Context: an optimization exercise on an open-source flow, tuned for small area. The choices shown serve that exercise and are no tape-out recipe. The RTL was checked by simulation tests, not by an equivalence proof against the original design. The flow treats the clock pin as an ideal source, which a real chip does not have. No activity file was given, so power comes from the tool's default toggle rates.

== lane 1 ==
Design multi_adc_processing, start of the top module:
module multi_adc_processing
#(
   parameter int          N_CH           = 3,
   parameter int          DATA_W         = 16,
   parameter int          DEPTH          = 16,
   parameter int unsigned SCALING_FACTOR = 310866,
   parameter int          SCALE_W        = 20,
   parameter int          SHIFT_FACTOR   = 19,
   parameter int unsigned OFFSET         = 0
) (
   input  logic                   clk,
   input  logic                   reset,
   input  logic [N_CH-1:0]        sample_valid,
   input  logic [N_CH*DATA_W-1:0] sample_data,
   input  logic                   clear_overrun,
   output logic [N_CH*DATA_W-1:0] ave_data,
   output logic [N_CH*DATA_W-1:0] scaled_data,
   output logic [N_CH-1:0]        update_valid,
   output logic [N_CH-1:0]        primed,
   output logic [N_CH-1:0]        overrun
);
==> flow/config.mk <==
export PLATFORM = sky130hd
export DESIGN_NAME = multi_adc_processing
export DESIGN_NICKNAME = multi_adc_processing
export VERILOG_FILES = /design/flow/design.v
export SDC_FILE = /design/flow/constraint.sdc
export NUM_CORES = 4
export LEC_CHECK = 0
export CAP_MARGIN = 20
export CORE_MARGIN = 2
export CORE_UTILIZATION = 45
export PLACE_DENSITY = 0.6
export SLEW_MARGIN = 20
==> flow/constraint.sdc <==
create_clock -name core_clock -period 10.0 [get_ports {clk}]
set_input_delay 2.0000 -clock core_clock [delete_from_list [all_inputs] [get_ports {clk}]]
set_output_delay 2.0000 -clock core_clock [all_outputs]
set_load 0.01 [all_outputs]
standard.sh (not shown) runs the stock make flow with config.mk's settings and CLKGATE_MAP_FILE= SYNTH_SCRIPT=/design/flow/synth_recipe.tcl, a recipe that flattens the netlist after the stock synthesis.
==> flow/flow/run.sh <==
#!/bin/bash
# Layout: the standard flow (standard.sh, standard synthesis included), with
# two ORFS arguments changed:
#  - buffer_ports gives every input and output port the smallest buffer, buf_1;
#  - clock_tree_synthesis clusters up to 30 sinks within 100 um per leaf buffer
#    and adds no dummy loads.
# make's full output goes to standard.log in the work folder; ORFS's own step
# logs are under orfs/logs/.
set -euo pipefail
export BUFFER_PORTS_ARGS="-buffer_cell sky130_fd_sc_hd__buf_1"
export CTS_ARGS="-sink_clustering_enable -repair_clock_nets -sink_clustering_size 18 -sink_clustering_max_diameter 60 -buf_list sky130_fd_sc_hd__clkbuf_8 -dont_use_dummy_load"
bash standard.sh > standard.log 2>&1
Lane 1 finished every stage and its layout cleared the timing, design-rule and antenna checks.
Input changes introduced in lane 2 (baseline for comparison: lane 1):
--- a/flow/flow/run.sh
+++ b/flow/flow/run.sh
@@ -10,3 +10,3 @@
 export BUFFER_PORTS_ARGS="-buffer_cell sky130_fd_sc_hd__buf_1"
-export CTS_ARGS="-sink_clustering_enable -repair_clock_nets -sink_clustering_size 18 -sink_clustering_max_diameter 60 -buf_list sky130_fd_sc_hd__clkbuf_8 -dont_use_dummy_load"
+export CTS_ARGS="-sink_clustering_enable -repair_clock_nets -sink_clustering_size 30 -sink_clustering_max_diameter 100 -dont_use_dummy_load"
 bash standard.sh > standard.log 2>&1
### Flow results
- When the final numbers for lane 2 and lane 1 were put side by side, the part of the total power dissipated in the clock network turned out to be smaller in lane 1.
- Sort lane 2 and lane 1 by source-to-sink clock delay at the later pin of the worst-skew pair asc -> top: lane 2
- For the cell count along the critical path, lane 2 came in 1 higher than lane 1 did.
- Between lane 1 and lane 2, the total power consumption of the routed design does not differ in any meaningful way.
- Lane 2 completed every stage of the flow, and the final layout passed the timing, design-rule and antenna checks.
- Re die outline area: no difference whatsoever between lane 2 and lane 1.
The inputs of lane 3 differ from those of lane 2 as listed below.
--- a/flow/flow/run.sh
+++ b/flow/flow/run.sh
@@ -10,3 +10,3 @@
 export BUFFER_PORTS_ARGS="-buffer_cell sky130_fd_sc_hd__buf_1"
-export CTS_ARGS="-sink_clustering_enable -repair_clock_nets -sink_clustering_size 30 -sink_clustering_max_diameter 100 -dont_use_dummy_load"
+export CTS_ARGS="-sink_clustering_enable -repair_clock_nets -sink_clustering_size 20 -sink_clustering_max_diameter 70 -buf_list sky130_fd_sc_hd__clkbuf_8 -dont_use_dummy_load"
 bash standard.sh > standard.log 2>&1
--- outcome ---
- The final layout from lane 3, which completed every stage, passed the timing, design-rule and antenna checks at the end of the flow.
- Lane 3 and lane 2 ended up with roughly the same relative area of non-clock buffer cells in the final design.
- On initial antenna violation count, the lower figure sits with lane 2, not lane 3.
- Compared with lane 2, in lane 3 final core utilization went down by 0.25 points, clock power -about 11%, final instance area fell about 0.5%.
- Lane 3 vs lane 2 — clock share of power dropped 1.6 points.
- Looking at sequential fraction of design power, lane 3 sits 0.9 points higher than lane 2 does.
- Lane 3 leaves less setup margin than lane 2.
The following lists how lane 4 was set up differently from lane 3:
# lane 3
export LEC_CHECK = 0
export CAP_MARGIN = 20
export CORE_MARGIN = 2
export CORE_UTILIZATION = 45
export PLACE_DENSITY = 0.6
export SLEW_MARGIN = 20
create_clock -name core_clock -period 10.0 [get_ports {clk}]
# lane 4
export LEC_CHECK = 0
export CAP_MARGIN = 20
export CORE_MARGIN = 2
export CORE_UTILIZATION = 60
export PLACE_DENSITY = 0.7
export SLEW_MARGIN = 20
create_clock -name core_clock -period 10.0 [get_ports {clk}]
--- a/flow/flow/run.sh
+++ b/flow/flow/run.sh
@@ -10,3 +10,3 @@
 export BUFFER_PORTS_ARGS="-buffer_cell sky130_fd_sc_hd__buf_1"
-export CTS_ARGS="-sink_clustering_enable -repair_clock_nets -sink_clustering_size 20 -sink_clustering_max_diameter 70 -buf_list sky130_fd_sc_hd__clkbuf_8 -dont_use_dummy_load"
+export CTS_ARGS="-sink_clustering_enable -repair_clock_nets -sink_clustering_size 30 -sink_clustering_max_diameter 100 -dont_use_dummy_load"
 bash standard.sh > standard.log 2>&1
Notes after the runs:
- Between lane 3 and lane 4, the arrival time at the worst endpoint is higher for lane 3.
- Between lane 4 and lane 3, the post-route cell area does not differ in any meaningful way.
- Global routing usage summed across all routing layers for lane 4: 4.4 points up relative to lane 3
- Lane 4 vs. lane 3: count of filler cells inserted in the layout went down by about 40%.
- Lane 3 and lane 4 all finish clean.
- Relative to lane 3, setup slack has increased by 9.1 ps in lane 4.
- Sort lane 3 and lane 4 by number of buffers inserted during clock tree synthesis, ascending, and lane 4 comes first.

Another version of the RTL of multi_adc_processing (not shown whole).
For scale: ~1600 cells after synthesis, about 1000 flip-flops, about 160 I/O pins.
==> flow/config.mk <==
export PLATFORM = sky130hd
export DESIGN_NAME = multi_adc_processing
export DESIGN_NICKNAME = multi_adc_processing
export VERILOG_FILES = /design/flow/design.v
export SDC_FILE = /design/flow/constraint.sdc
export NUM_CORES = 4
export LEC_CHECK = 0
export CAP_MARGIN = 20
export CORE_MARGIN = 2
export CORE_UTILIZATION = 45
export CTS_CLUSTER_DIAMETER = 100
export CTS_CLUSTER_SIZE = 30
export PLACE_DENSITY = 0.6
export SLEW_MARGIN = 20
==> flow/constraint.sdc <==
create_clock -name core_clock -period 10.0 [get_ports {clk}]
set_input_delay 2.0000 -clock core_clock [delete_from_list [all_inputs] [get_ports {clk}]]
set_output_delay 2.0000 -clock core_clock [all_outputs]
set_load 0.01 [all_outputs]
==> flow/flow/run.sh <==
#!/bin/bash
# Layout: the standard flow (standard.sh, standard synthesis included), with
# two ORFS arguments changed:
#  - buffer_ports gives every input and output port the smallest buffer, buf_1;
#  - clock_tree_synthesis clusters up to 30 sinks within 100 um per leaf buffer
#    and adds no dummy loads.
# make's full output goes to standard.log in the work folder; ORFS's own step
# logs are under orfs/logs/.
set -euo pipefail
export BUFFER_PORTS_ARGS="-buffer_cell sky130_fd_sc_hd__buf_1"
export CTS_ARGS="-sink_clustering_enable -repair_clock_nets -sink_clustering_size 30 -sink_clustering_max_diameter 100 -dont_use_dummy_load"
bash standard.sh > standard.log 2>&1
The first run finished clean.
Next try:
==> flow/run.sh (new file) <==
#!/bin/bash
# synth_recipe.tcl (not shown) runs the flow's synth.tcl, then flattens the netlist and writes it again
# the make line also repeats each setting of config.mk as NAME=value (left out here)
make -C /OpenROAD-flow-scripts/flow DESIGN_CONFIG=/design/flow/config.mk WORK_HOME=/design/flow/orfs CLKGATE_MAP_FILE= SYNTH_SCRIPT=/design/flow/synth_recipe.tcl finish
Settings changed: CTS_CLUSTER_DIAMETER 100 to 80, CTS_CLUSTER_SIZE 30 to 25.
removed: flow/flow/run.sh
removed: flow/standard.sh
Outcome: Critical path depth went down by 1; die area is unchanged; combinational power rises by 5.5%; flip-flop and latch count stays the same.
Next try:
Settings changed: CTS_CLUSTER_DIAMETER 80 to 100, CTS_CLUSTER_SIZE 25 to 30.
Power drops slightly.
Wire length drops slightly.
Utilization drops by 0.48 points.
Next try:
==> flow/flow/run.sh (new file) <==
#!/bin/bash
# Layout: the standard flow (standard.sh, standard synthesis included), with
# two ORFS arguments changed:
#  - buffer_ports gives every input and output port the smallest buffer, buf_1;
#  - clock_tree_synthesis clusters up to 30 sinks within 100 um per leaf buffer
#    and adds no dummy loads.
# make's full output goes to standard.log in the work folder; ORFS's own step
# logs are under orfs/logs/.
set -euo pipefail
export BUFFER_PORTS_ARGS="-buffer_cell sky130_fd_sc_hd__buf_1"
export CTS_ARGS="-sink_clustering_enable -repair_clock_nets -sink_clustering_size 20 -sink_clustering_max_diameter 70 -buf_list sky130_fd_sc_hd__clkbuf_8 -dont_use_dummy_load"
bash standard.sh > standard.log 2>&1
==> flow/standard.sh (new file) <==
#!/bin/bash
# synth_recipe.tcl (not shown) runs the flow's synth.tcl, then flattens the netlist and writes it again
# the make line also repeats each setting of config.mk as NAME=value (left out here)
make -C /OpenROAD-flow-scripts/flow DESIGN_CONFIG=/design/flow/config.mk WORK_HOME=/design/flow/orfs CLKGATE_MAP_FILE= SYNTH_SCRIPT=/design/flow/synth_recipe.tcl "${@:-finish}"
removed: flow/run.sh
=> Wire length goes down by 1.9%. Power goes down by about 5%. Final area goes down by 3.5%. Setup slack improves by 0.058 ns. Combinational power goes down by about 7%. Area after synthesis is unchanged. Cell count stays flat. Die area stays the same. Sequential power is about the same. Via count barely changes. Fmax goes up by 0.61%.
Next try:
--- a/flow/flow/run.sh
+++ b/flow/flow/run.sh
@@ -11 +11 @@
-export CTS_ARGS="-sink_clustering_enable -repair_clock_nets -sink_clustering_size 20 -sink_clustering_max_diameter 70 -buf_list sky130_fd_sc_hd__clkbuf_8 -dont_use_dummy_load"
+export CTS_ARGS="-sink_clustering_enable -repair_clock_nets -sink_clustering_size 24 -sink_clustering_max_diameter 80 -buf_list {sky130_fd_sc_hd__clkbuf_8 sky130_fd_sc_hd__clkbuf_16} -dont_use_dummy_load"
=>
- worst setup slack is worse by 0.044 ns
- utilization goes up by 0.59 points
- clock power goes up by about 25%
- total power goes up by 3.8%
Next try:
--- a/flow/flow/run.sh
+++ b/flow/flow/run.sh
@@ -11 +11 @@
-export CTS_ARGS="-sink_clustering_enable -repair_clock_nets -sink_clustering_size 24 -sink_clustering_max_diameter 80 -buf_list {sky130_fd_sc_hd__clkbuf_8 sky130_fd_sc_hd__clkbuf_16} -dont_use_dummy_load"
+export CTS_ARGS="-sink_clustering_enable -repair_clock_nets -sink_clustering_size 16 -sink_clustering_max_diameter 60 -buf_list sky130_fd_sc_hd__clkbuf_8 -dont_use_dummy_load"
After rerunning:
- final area drops by 0.45%
- power decreases by 1.7%
- worst hold slack barely changes
- combinational power barely changes
- worst setup slack is better by 0.0048 ns
- fmax hardly moves
- die area does not change
- via count increases by 0.59%
- sequential share of layout area went up by 0.35 points

-- static timing again, ports no longer ideal --
The results above use ideal ports. As a check the final layouts listed here were re-extracted and re-timed, cells and wires unchanged. Step 1, drivers: a clkbuf_16 drives clk and a buf_2 each remaining input, both assumed. Step 2 times the ports against the registers' clock, not the clock port: input delays grow and output delays shrink by t, the midpoint of the rising clock arrivals with the driver on. Slacks: ideal ports / drivers / drivers and shift; pairs: ideal ports / drivers.
| run | t (ns) | setup slack, ns | hold WS [ns] | worst setup path at the end |
|---|---|---|---|---|
| lane 1 | 0.700 | 0.430 / 0.430 / 0.430 | 0.329 / 0.329 / 0.329 | register to register |
| lane 2 | 0.645 | 0.452 / 0.452 / 0.452 | 0.339 / 0.339 / 0.339 | register to register |
| lane 3 | 0.731 | 0.424 / 0.424 / 0.424 | 0.288 / 0.288 / 0.288 | register to register |
| lane 4 | 0.629 | 0.433 / 0.433 / 0.433 | 0.335 / 0.335 / 0.335 | register to register |
| the first run of note 2 | 0.645 | 0.378 / 0.378 / 0.378 | 0.334 / 0.334 / 0.334 | register to register |
| the second run of note 2 | 0.676 | 0.355 / 0.355 / 0.355 | 0.322 / 0.322 / 0.322 | register to register |
| the third run of note 2 | 0.668 | 0.337 / 0.337 / 0.337 | 0.336 / 0.336 / 0.336 | register to register |
| the fourth run of note 2 | 0.718 | 0.395 / 0.395 / 0.395 | 0.331 / 0.331 / 0.331 | register to register |
| the fifth run of note 2 | 0.653 | 0.351 / 0.351 / 0.351 | 0.333 / 0.333 / 0.333 | register to register |
| the sixth run of note 2 | 0.707 | 0.356 / 0.356 / 0.356 | 0.334 / 0.334 / 0.334 | register to register |
After both steps setup and hold are still met in every run listed.
